Source: an optimization exercise on an open RTL-to-GDS flow (aim: small area, a short achievable clock period and few clock cycles per item). Production flows keep margins and buffers that such runs may drop.
Where RTL was checked, it was by simulation tests only, not by an equivalence proof against the original.
No activity file was given, so power comes from the tool's default toggle rates. The clock port is modelled as an ideal driver; clocking choices that lean on that would not hold on a real chip.

==> branch lagoon: inputs <==
==> flow/design.v <==
package lfulru_pkg;
  localparam int SLOTS  = 16;
  localparam int SLOT_W = (SLOTS > 1) ? $clog2(SLOTS) : 1;
  localparam int CNT_W  = $clog2(SLOTS + 1);
  localparam int KEY_W  = 32;
  localparam int DATA_W = 32;
  localparam int USES_W = 8;
  localparam int CAP_W  = 5;
  localparam logic FUNC_GET = 1'b0;
  localparam logic FUNC_PUT = 1'b1;
endpackage
module lfulru_engine (
  input  logic                             clk,
  input  logic                             rst,
  input  logic                             start,
  input  logic                             func,
  input  logic [lfulru_pkg::KEY_W-1:0]     lookup_key,
  input  logic [lfulru_pkg::DATA_W-1:0]    store_value,
  input  logic [lfulru_pkg::CNT_W-1:0]     cap_eff,
  input  logic                             cap_zero,
  input  logic                             cap_we,
  input  logic [lfulru_pkg::CNT_W-1:0]     cap_new,
  output logic                             busy,
  output logic                             done,
  output logic                             hit,
  output logic [lfulru_pkg::DATA_W-1:0]    read_value
);
  localparam int N  = lfulru_pkg::SLOTS;
  localparam int UW = lfulru_pkg::USES_W;
  logic                          op_vld;
  logic                          op_put;       
  logic                          op_wr;        
  logic [lfulru_pkg::KEY_W-1:0]  op_key;
  logic [lfulru_pkg::DATA_W-1:0] op_value;
  logic [N-1:0]                  match_r;      
  logic                          hit_p;        
  logic [UW-1:0]                 m_uses_r;     
  logic                          busy_q;
  logic                          done_r;
  logic                          hit_r;
  logic [lfulru_pkg::DATA_W-1:0] rdata_r;
  logic [N-1:0]                  valid;
  logic [lfulru_pkg::KEY_W-1:0]  keys  [N];
  logic [lfulru_pkg::DATA_W-1:0] vals  [N];
  logic [UW-1:0]                 uses  [N];
  logic [N-1:0]                  ord   [N];    
  logic [lfulru_pkg::CNT_W-1:0]  entries;
  logic [lfulru_pkg::CNT_W-1:0]  entries_nx;
  logic                          at_cap;       
  logic                          take;
  logic [N-1:0]                  raw_match;
  logic [UW-1:0]                 raw_uses;
  logic                          eq_prev;
  logic [N-1:0]                  match;
  logic [lfulru_pkg::DATA_W-1:0] m_data;
  logic [N-1:0]                  victim;
  logic [N-1:0]                  free_s;
  logic [N-1:0]                  tgt;
  logic [N-1:0]                  we;
  logic [N-1:0]                  lt;           
  logic [UW-1:0]                 u_inc;
  logic [UW-1:0]                 u_new;
  logic                          do_ins;
  logic                          do_use;
  assign busy   = busy_q;
  assign done   = done_r;
  assign take   = start && !busy_q;
  always_comb begin
    for (int i = 0; i < N; i++) begin
      raw_match[i] = valid[i] && (keys[i] == lookup_key);
    end
  end
  assign eq_prev = (lookup_key == op_key);
  always_comb begin
    if (eq_prev && do_ins) begin
      match = tgt;
    end else begin
      match = raw_match & ~(tgt & {N{do_ins}});
    end
  end
  always_comb begin
    raw_uses = '0;
    m_data   = '0;
    for (int i = 0; i < N; i++) begin
      raw_uses = raw_uses | (uses[i] & {UW{raw_match[i]}});
      m_data   = m_data | (vals[i] & {lfulru_pkg::DATA_W{match_r[i]}});
    end
  end
  always_comb begin
    for (int i = 0; i < N; i++) begin
      victim[i] = valid[i];
      for (int j = 0; j < N; j++) begin
        if (j < i) begin
          victim[i] = victim[i] & !ord[j][i];
        end else if (j > i) begin
          victim[i] = victim[i] & ord[i][j];
        end
      end
    end
  end
  always_comb begin
    for (int i = 0; i < N; i++) begin
      free_s[i] = !valid[i] && ((i == 0) || valid[(i > 0) ? i - 1 : 0]);
    end
  end
  assign do_ins     = op_wr && !hit_p;
  assign entries_nx = (do_ins && !at_cap) ? entries + lfulru_pkg::CNT_W'(1) : entries;
  assign do_use = op_wr || (op_vld && !op_put && hit_p);
  always_comb begin
    if (hit_p) begin
      tgt = match_r;
    end else if (at_cap) begin
      tgt = victim;
    end else begin
      tgt = free_s;
    end
    we = tgt & {N{do_use}};
  end
  assign u_inc = (m_uses_r == '1) ? m_uses_r : (m_uses_r + UW'(1));
  assign u_new = do_ins ? UW'(1) : u_inc;
  function automatic logic less_than(input logic [UW-1:0] a, input logic [UW-1:0] b);
    logic [7:0] l0, e0;
    logic [3:0] l1, e1;
    logic [1:0] l2, e2;
    for (int i = 0; i < 8; i++) begin
      l0[i] = !a[i] && b[i];
      e0[i] = !(a[i] ^ b[i]);
    end
    for (int i = 0; i < 4; i++) begin
      l1[i] = l0[2*i+1] || (e0[2*i+1] && l0[2*i]);
      e1[i] = e0[2*i+1] && e0[2*i];
    end
    for (int i = 0; i < 2; i++) begin
      l2[i] = l1[2*i+1] || (e1[2*i+1] && l1[2*i]);
      e2[i] = e1[2*i+1] && e1[2*i];
    end
    less_than = l2[1] || (e2[1] && l2[0]);
  endfunction
  always_comb begin
    for (int k = 0; k < N; k++) begin
      lt[k] = !valid[k] || (do_ins ? (uses[k][UW-1:1] != '0) : less_than(u_inc, uses[k]));
    end
  end
  always_ff @(posedge clk) begin
    if (rst) begin
      op_vld  <= 1'b0;
      op_wr   <= 1'b0;
      done_r  <= 1'b0;
      busy_q  <= 1'b1;
      valid   <= '0;
      entries <= '0;
      at_cap  <= 1'b0;
    end else begin
      op_vld <= take;
      op_wr  <= take && (func == lfulru_pkg::FUNC_PUT) && !cap_zero;
      done_r <= op_vld;
      busy_q <= 1'b0;
      if (do_ins) begin
        valid <= valid | tgt;
      end
      entries <= entries_nx;
      at_cap  <= cap_we ? (entries_nx >= cap_new) : (entries_nx >= cap_eff);
    end
  end
  always_ff @(posedge clk) begin
    op_put   <= (func == lfulru_pkg::FUNC_PUT);
    op_key   <= lookup_key;
    op_value <= store_value;
    match_r  <= match;
    hit_p    <= |match;
    m_uses_r <= (eq_prev && do_use) ? u_new : raw_uses;
    hit_r    <= hit_p;
    rdata_r  <= op_put ? '0 : (m_data | {lfulru_pkg::DATA_W{!hit_p}});
  end
  always_ff @(posedge clk) begin
    for (int i = 0; i < N; i++) begin
      if (we[i]) begin
        uses[i] <= u_new;
        if (op_put) begin
          vals[i] <= op_value;
        end
        if (do_ins) begin
          keys[i] <= op_key;
        end
      end
      for (int j = i + 1; j < N; j++) begin
        if (we[i]) begin
          ord[i][j] <= lt[j];
        end else if (we[j]) begin
          ord[i][j] <= !lt[i];
        end
      end
    end
  end
  assign hit        = hit_r;
  assign read_value = rdata_r;
endmodule
module lfu_cache_lru_tiebreak_top (
  input  logic                          clk,
  input  logic                          rst,
  input  logic                          start,
  output logic                          busy,
  input  logic                          func,
  input  logic signed [31:0]            lookup_key,
  input  logic signed [31:0]            store_value,
  output logic                          done,
  output logic                          hit,
  output logic signed [31:0]            read_value,
  input  logic                          capacity_we,
  input  logic [lfulru_pkg::CAP_W-1:0]  capacity_in_use
);
  logic [lfulru_pkg::CNT_W-1:0]   cap_eff;
  logic                           cap_zero;
  logic [lfulru_pkg::CNT_W-1:0]   cap_new;
  logic [31:0]                    read_value_u;
  always_comb begin
    if (32'(capacity_in_use) > 32'(lfulru_pkg::SLOTS)) begin
      cap_new = lfulru_pkg::CNT_W'(lfulru_pkg::SLOTS);
    end else begin
      cap_new = lfulru_pkg::CNT_W'(capacity_in_use);
    end
  end
  always_ff @(posedge clk) begin
    if (rst) begin
      cap_eff  <= lfulru_pkg::CNT_W'(lfulru_pkg::SLOTS);
      cap_zero <= 1'b0;
    end else if (capacity_we) begin
      cap_eff  <= cap_new;
      cap_zero <= (capacity_in_use == '0);
    end
  end
  lfulru_engine u_engine (
    .clk         (clk),
    .rst         (rst),
    .start       (start),
    .func        (func),
    .lookup_key  (lookup_key),
    .store_value (store_value),
    .cap_eff     (cap_eff),
    .cap_zero    (cap_zero),
    .cap_we      (capacity_we),
    .cap_new     (cap_new),
    .busy        (busy),
    .done        (done),
    .hit         (hit),
    .read_value  (read_value_u)
  );
  assign read_value = read_value_u;
endmodule
==> flow/flow/run.sh <==
#!/bin/bash
# Standard layout, with two changes:
# - the port buffers are buf_4 cells instead of the delay-type buffer the
#   port-buffering step picks on its own (every port still gets its own buffer);
# - clock tree synthesis clusters up to 30 sinks per leaf buffer and inserts
#   no dummy loads.
set -euo pipefail
export BUFFER_PORTS_ARGS="-buffer_cell sky130_fd_sc_hd__buf_4"
export CTS_ARGS="-sink_clustering_enable -repair_clock_nets -dont_use_dummy_load -sink_clustering_size 30 -sink_clustering_max_diameter 100"
bash standard.sh finish > standard_flow.log 2>&1
==> flow/standard.sh <==
#!/bin/bash
# synth_recipe.tcl (not shown) runs the flow's synth.tcl, then flattens the netlist and writes it again
# the make line also repeats each setting of config.mk as NAME=value (left out here)
make -C /OpenROAD-flow-scripts/flow DESIGN_CONFIG=/design/flow/config.mk WORK_HOME=/design/flow/orfs CLKGATE_MAP_FILE= SYNTH_SCRIPT=/design/flow/synth_recipe.tcl "${@:-finish}"
==> flow/config.mk <==
export PLATFORM = sky130hd
export DESIGN_NAME = lfu_cache_lru_tiebreak_top
export DESIGN_NICKNAME = lfu_cache_lru_tiebreak_top
export VERILOG_FILES = /design/flow/design.v
export SDC_FILE = /design/flow/constraint.sdc
export NUM_CORES = 4
export LEC_CHECK = 0
export ABC_CLOCK_PERIOD_IN_PS = 3100
export CAP_MARGIN = 20
export CORE_MARGIN = 2
export CORE_UTILIZATION = 40
export PLACE_DENSITY = 0.6
export SETUP_SLACK_MARGIN = 2.9
export SLEW_MARGIN = 20
==> flow/constraint.sdc <==
create_clock -name core_clock -period 6.0 [get_ports {clk}]
set_input_delay 1.2000 -clock core_clock [delete_from_list [all_inputs] [get_ports {clk}]]
set_output_delay 1.2000 -clock core_clock [all_outputs]
set_load 0.01 [all_outputs]
==> branch amber: changes against branch lagoon <==
--- a/flow/design.v
+++ b/flow/design.v
@@ -138,7 +138,7 @@
   endfunction
   always_comb begin
     for (int k = 0; k < N; k++) begin
-      lt[k] = !valid[k] || (do_ins ? (uses[k][UW-1:1] != '0) : less_than(u_inc, uses[k]));
+      lt[k] = !valid[k] || less_than(u_new, uses[k]);
     end
   end
   always_ff @(posedge clk) begin
==> flow/flow/run.sh (replaced) <==
#!/bin/bash
# Standard layout, with two changes:
# - the port buffers are buf_4 cells instead of the delay-type buffer the
#   port-buffering step picks on its own (every port still gets its own buffer);
# - clock tree synthesis clusters up to 20 sinks per leaf buffer and inserts
#   no dummy loads.
set -euo pipefail
export BUFFER_PORTS_ARGS="-buffer_cell sky130_fd_sc_hd__buf_4"
export CTS_ARGS="-sink_clustering_enable -repair_clock_nets -dont_use_dummy_load -sink_clustering_size 20 -sink_clustering_max_diameter 80"
bash standard.sh finish > standard_flow.log 2>&1
==> branch nickel: changes against branch lagoon <==
==> flow/design.v (replaced) <==
package lfulru_pkg;
  localparam int SLOTS  = 16;
  localparam int SLOT_W = (SLOTS > 1) ? $clog2(SLOTS) : 1;
  localparam int CNT_W  = $clog2(SLOTS + 1);
  localparam int KEY_W  = 32;
  localparam int DATA_W = 32;
  localparam int USES_W = 8;
  localparam int CAP_W  = 5;
  localparam logic FUNC_GET = 1'b0;
  localparam logic FUNC_PUT = 1'b1;
endpackage
module lfulru_engine (
  input  logic                             clk,
  input  logic                             rst,
  input  logic                             start,
  input  logic                             func,
  input  logic [lfulru_pkg::KEY_W-1:0]     lookup_key,
  input  logic [lfulru_pkg::DATA_W-1:0]    store_value,
  input  logic [lfulru_pkg::CNT_W-1:0]     cap_eff,
  output logic                             busy,
  output logic                             done,
  output logic                             hit,
  output logic [lfulru_pkg::DATA_W-1:0]    read_value
);
  localparam int N  = lfulru_pkg::SLOTS;
  localparam int UW = lfulru_pkg::USES_W;
  logic                          op_vld;
  logic                          op_func;
  logic [lfulru_pkg::KEY_W-1:0]  op_key;
  logic [lfulru_pkg::DATA_W-1:0] op_value;
  logic                          busy_q;
  logic [N-1:0]                  match_r;      
  logic                          hit_p;        
  logic                          done_r;
  logic                          hit_r;
  logic [lfulru_pkg::DATA_W-1:0] rdata_r;
  logic [N-1:0]                  valid;
  logic [lfulru_pkg::KEY_W-1:0]  keys  [N];
  logic [lfulru_pkg::DATA_W-1:0] vals  [N];
  logic [UW-1:0]                 uses  [N];
  logic [N-1:0]                  ord   [N];    
  logic [lfulru_pkg::CNT_W-1:0]  entries;
  logic [N-1:0]                  match;
  logic [N-1:0]                  raw_match;
  logic                          eq_prev;
  logic                          hit_c;
  logic [UW-1:0]                 m_uses;
  logic [lfulru_pkg::DATA_W-1:0] m_data;
  logic [N-1:0]                  victim;
  logic [N-1:0]                  free_s;
  logic [N-1:0]                  tgt;
  logic [N-1:0]                  we;
  logic [N-1:0]                  lt;           
  logic [UW-1:0]                 u_new;
  logic                          cap_zero;
  logic                          at_cap;
  logic                          is_put;
  logic                          do_ins;
  logic                          do_use;
  assign busy     = busy_q;
  assign done     = done_r;
  assign is_put   = (op_func == lfulru_pkg::FUNC_PUT);
  assign cap_zero = (cap_eff == '0);
  assign at_cap   = (entries >= cap_eff);
  always_comb begin
    for (int i = 0; i < N; i++) begin
      raw_match[i] = valid[i] && (keys[i] == lookup_key);
    end
  end
  assign eq_prev = (lookup_key == op_key);
  always_comb begin
    if (eq_prev && do_ins) begin
      match = tgt;
    end else begin
      match = raw_match & ~(tgt & {N{do_ins}});
    end
  end
  assign hit_c = hit_p;
  always_comb begin
    m_uses = '0;
    m_data = '0;
    for (int i = 0; i < N; i++) begin
      m_uses = m_uses | (uses[i] & {UW{match_r[i]}});
      m_data = m_data | (vals[i] & {lfulru_pkg::DATA_W{match_r[i]}});
    end
  end
  always_comb begin
    for (int i = 0; i < N; i++) begin
      victim[i] = valid[i];
      for (int j = 0; j < N; j++) begin
        if (j < i) begin
          victim[i] = victim[i] & (!ord[j][i] | !valid[j]);
        end else if (j > i) begin
          victim[i] = victim[i] & (ord[i][j] | !valid[j]);
        end
      end
    end
  end
  always_comb begin
    for (int i = 0; i < N; i++) begin
      free_s[i] = !valid[i];
      for (int j = 0; j < i; j++) begin
        free_s[i] = free_s[i] & valid[j];
      end
    end
  end
  assign do_ins = op_vld && is_put && !hit_c && !cap_zero;
  assign do_use = op_vld && (is_put ? !cap_zero : hit_c);
  always_comb begin
    if (hit_c) begin
      tgt = match_r;
    end else if (at_cap) begin
      tgt = victim;
    end else begin
      tgt = free_s;
    end
    we = tgt & {N{do_use}};
  end
  always_comb begin
    if (do_ins) begin
      u_new = UW'(1);
    end else if (m_uses == '1) begin
      u_new = m_uses;
    end else begin
      u_new = m_uses + UW'(1);
    end
  end
  always_comb begin
    for (int k = 0; k < N; k++) begin
      lt[k] = (u_new < uses[k]);
    end
  end
  always_ff @(posedge clk) begin
    if (rst) begin
      op_vld  <= 1'b0;
      done_r  <= 1'b0;
      busy_q  <= 1'b1;
      valid   <= '0;
      entries <= '0;
    end else begin
      op_vld <= start && !busy_q;
      done_r <= op_vld;
      busy_q <= 1'b0;
      if (do_ins) begin
        valid <= valid | tgt;
        if (!at_cap) begin
          entries <= entries + lfulru_pkg::CNT_W'(1);
        end
      end
    end
  end
  always_ff @(posedge clk) begin
    op_func  <= func;
    op_key   <= lookup_key;
    op_value <= store_value;
    match_r  <= match;
    hit_p    <= |match;
    hit_r    <= hit_c;
    rdata_r  <= is_put ? '0 : (m_data | {lfulru_pkg::DATA_W{!hit_c}});
  end
  always_ff @(posedge clk) begin
    for (int i = 0; i < N; i++) begin
      if (we[i]) begin
        uses[i] <= u_new;
        if (is_put) begin
          vals[i] <= op_value;
        end
        if (do_ins) begin
          keys[i] <= op_key;
        end
      end
      for (int j = i + 1; j < N; j++) begin
        if (we[i]) begin
          ord[i][j] <= lt[j];
        end else if (we[j]) begin
          ord[i][j] <= !lt[i];
        end
      end
    end
  end
  assign hit        = hit_r;
  assign read_value = rdata_r;
endmodule
module lfu_cache_lru_tiebreak_top (
  input  logic                          clk,
  input  logic                          rst,
  input  logic                          start,
  output logic                          busy,
  input  logic                          func,
  input  logic signed [31:0]            lookup_key,
  input  logic signed [31:0]            store_value,
  output logic                          done,
  output logic                          hit,
  output logic signed [31:0]            read_value,
  input  logic                          capacity_we,
  input  logic [lfulru_pkg::CAP_W-1:0]  capacity_in_use
);
  logic [lfulru_pkg::CAP_W-1:0]   capacity;
  logic [lfulru_pkg::CNT_W-1:0]   cap_eff;
  logic [31:0]                    read_value_u;
  always_ff @(posedge clk) begin
    if (rst) begin
      capacity <= lfulru_pkg::CAP_W'(16);
    end else if (capacity_we) begin
      capacity <= capacity_in_use;
    end
  end
  always_comb begin
    if (32'(capacity) > 32'(lfulru_pkg::SLOTS)) begin
      cap_eff = lfulru_pkg::CNT_W'(lfulru_pkg::SLOTS);
    end else begin
      cap_eff = lfulru_pkg::CNT_W'(capacity);
    end
  end
  lfulru_engine u_engine (
    .clk         (clk),
    .rst         (rst),
    .start       (start),
    .func        (func),
    .lookup_key  (lookup_key),
    .store_value (store_value),
    .cap_eff     (cap_eff),
    .busy        (busy),
    .done        (done),
    .hit         (hit),
    .read_value  (read_value_u)
  );
  assign read_value = read_value_u;
endmodule
==> flow/run.sh (new file) <==
#!/bin/bash
# synth_recipe.tcl (not shown) runs the flow's synth.tcl, then flattens the netlist and writes it again
# the make line also repeats each setting of config.mk as NAME=value (left out here)
make -C /OpenROAD-flow-scripts/flow DESIGN_CONFIG=/design/flow/config.mk WORK_HOME=/design/flow/orfs CLKGATE_MAP_FILE= SYNTH_SCRIPT=/design/flow/synth_recipe.tcl finish
- ABC_CLOCK_PERIOD_IN_PS: 3100 -> 3300
- SETUP_SLACK_MARGIN: 2.9 -> 2.7
removed: flow/flow/run.sh
removed: flow/standard.sh
==> metrics.cfg <==
[run_status]
status = complete, no violations

[cells_and_area]
fillers = 12300

[global_route]
grt_max_degree = 49

[clock_tree]
h-tree-depth = 2

[sta]
fin_hold_ws_ps = 476
timing.slew.headroom_pct = 25.2
fin_ws_ps = 2620

[placed_design]
detailed_place_hpwl_um = 112000

[critical_path]
crit_fanout = 8

[power_and_ir_drop]
pwr-share-clk_pct = 28.4

[end of results for branch lagoon]
==> metrics.cfg <==
[global_route]
grt_max_degree = 36

[cells_and_area]
fillers = 12200
comb.multi_input.count = 2211

[placed_design]
detailed_place_hpwl_um = 118000

[sta]
slew_viol_final = 0
timing.slew.headroom_pct = 31.1
fin_ws_ps = 1990
fin_hold_ws_ps = 424
hold_viol_final = 0

[clock_tree]
h-tree-depth = 4
clock_path_buffers = 3
cts-root-buf = clkbuf_16

[run_status]
status = complete, no violations

[route]
wl_met2_um = 89500

[critical_path]
crit_end = u_engine.ord[7][12]
crit_fanout = 6
path_cells = a22oi_2, nand2_2, nor4_4, inv_2, ha_4, and4_4, nand2_8, nor2_4, a21oi_4, nor2_4, buf_4, buf_6, ha_4, o21a_1, o21a_1, o21ai_2, a31oi_4, o41a_4, o21ai_0
endpoint_kind = register

[logic_synthesis]
synth_cell_types = 69

[power_and_ir_drop]
pwr-share-clk_pct = 44.7

[end of results for branch nickel]
==> metrics.cfg <==
[cells_and_area]
top_regs = u_engine.keys x512, u_engine.vals x512, u_engine.uses x128
mostFrequentLayoutCells = edfxtp_1 (1272), xor2_1 (501), buf_4 (280), a22oi_1 (201), nand2_1 (194)
sh_seq_area_pct = 61.3
fillers = 12200

[run_status]
status = complete, no violations

[sta]
fin_ws_ps = 2620
fin_hold_ws_ps = 454
timing.slew.headroom_pct = 18.8

[critical_path]
endpoint_kind = register
crit_fanout = 6

[power_and_ir_drop]
pg_comb_uw = 638
seqPwrFrac_pct = 63.4
pwr-share-clk_pct = 32.9

[global_route]
grt_max_degree = 61

[clock_tree]
h-tree-depth = 3

[placed_design]
dpl_cell_area_um2 = 61200

[end of results for branch amber]
Testbench counts of branch amber, summed over its fixed seeds: cycles 4,816, items 4,800.
Function not checked in branch lagoon and branch nickel: the RTL went through the layout flow alone.

==> port drivers added, routing unchanged <==
The flow's constraints put no driver on any port. The routed layouts listed below were extracted and timed again, unchanged, in two steps.
Step 1, drivers: a clkbuf_16 drives clk and a buf_2 each remaining input, both assumed.
Step 2 times the ports against the registers' clock, not the clock port: input delays grow and output delays shrink by t, the midpoint of the rising clock arrivals with the driver on.
Three values: ideal ports, drivers, drivers and shift; two values: the first two.
| run | shift t [ns] | setup slack, ns | worst register clock-pin slew, ns |
|---|---|---|---|
| branch lagoon | 0.751 | 2.623 / 2.623 / 2.066 | 0.12 / 0.12 |
| branch amber | 0.764 | 2.616 / 2.616 / 2.010 | 0.09 / 0.09 |
| branch nickel | 0.880 | 1.990 / 1.990 / 1.784 | 0.06 / 0.06 |
After both steps every run listed still meets setup and hold. The setup slack of branch amber, which loses most, moves by 0.000 ns with the drivers and by -0.606 ns with both steps.
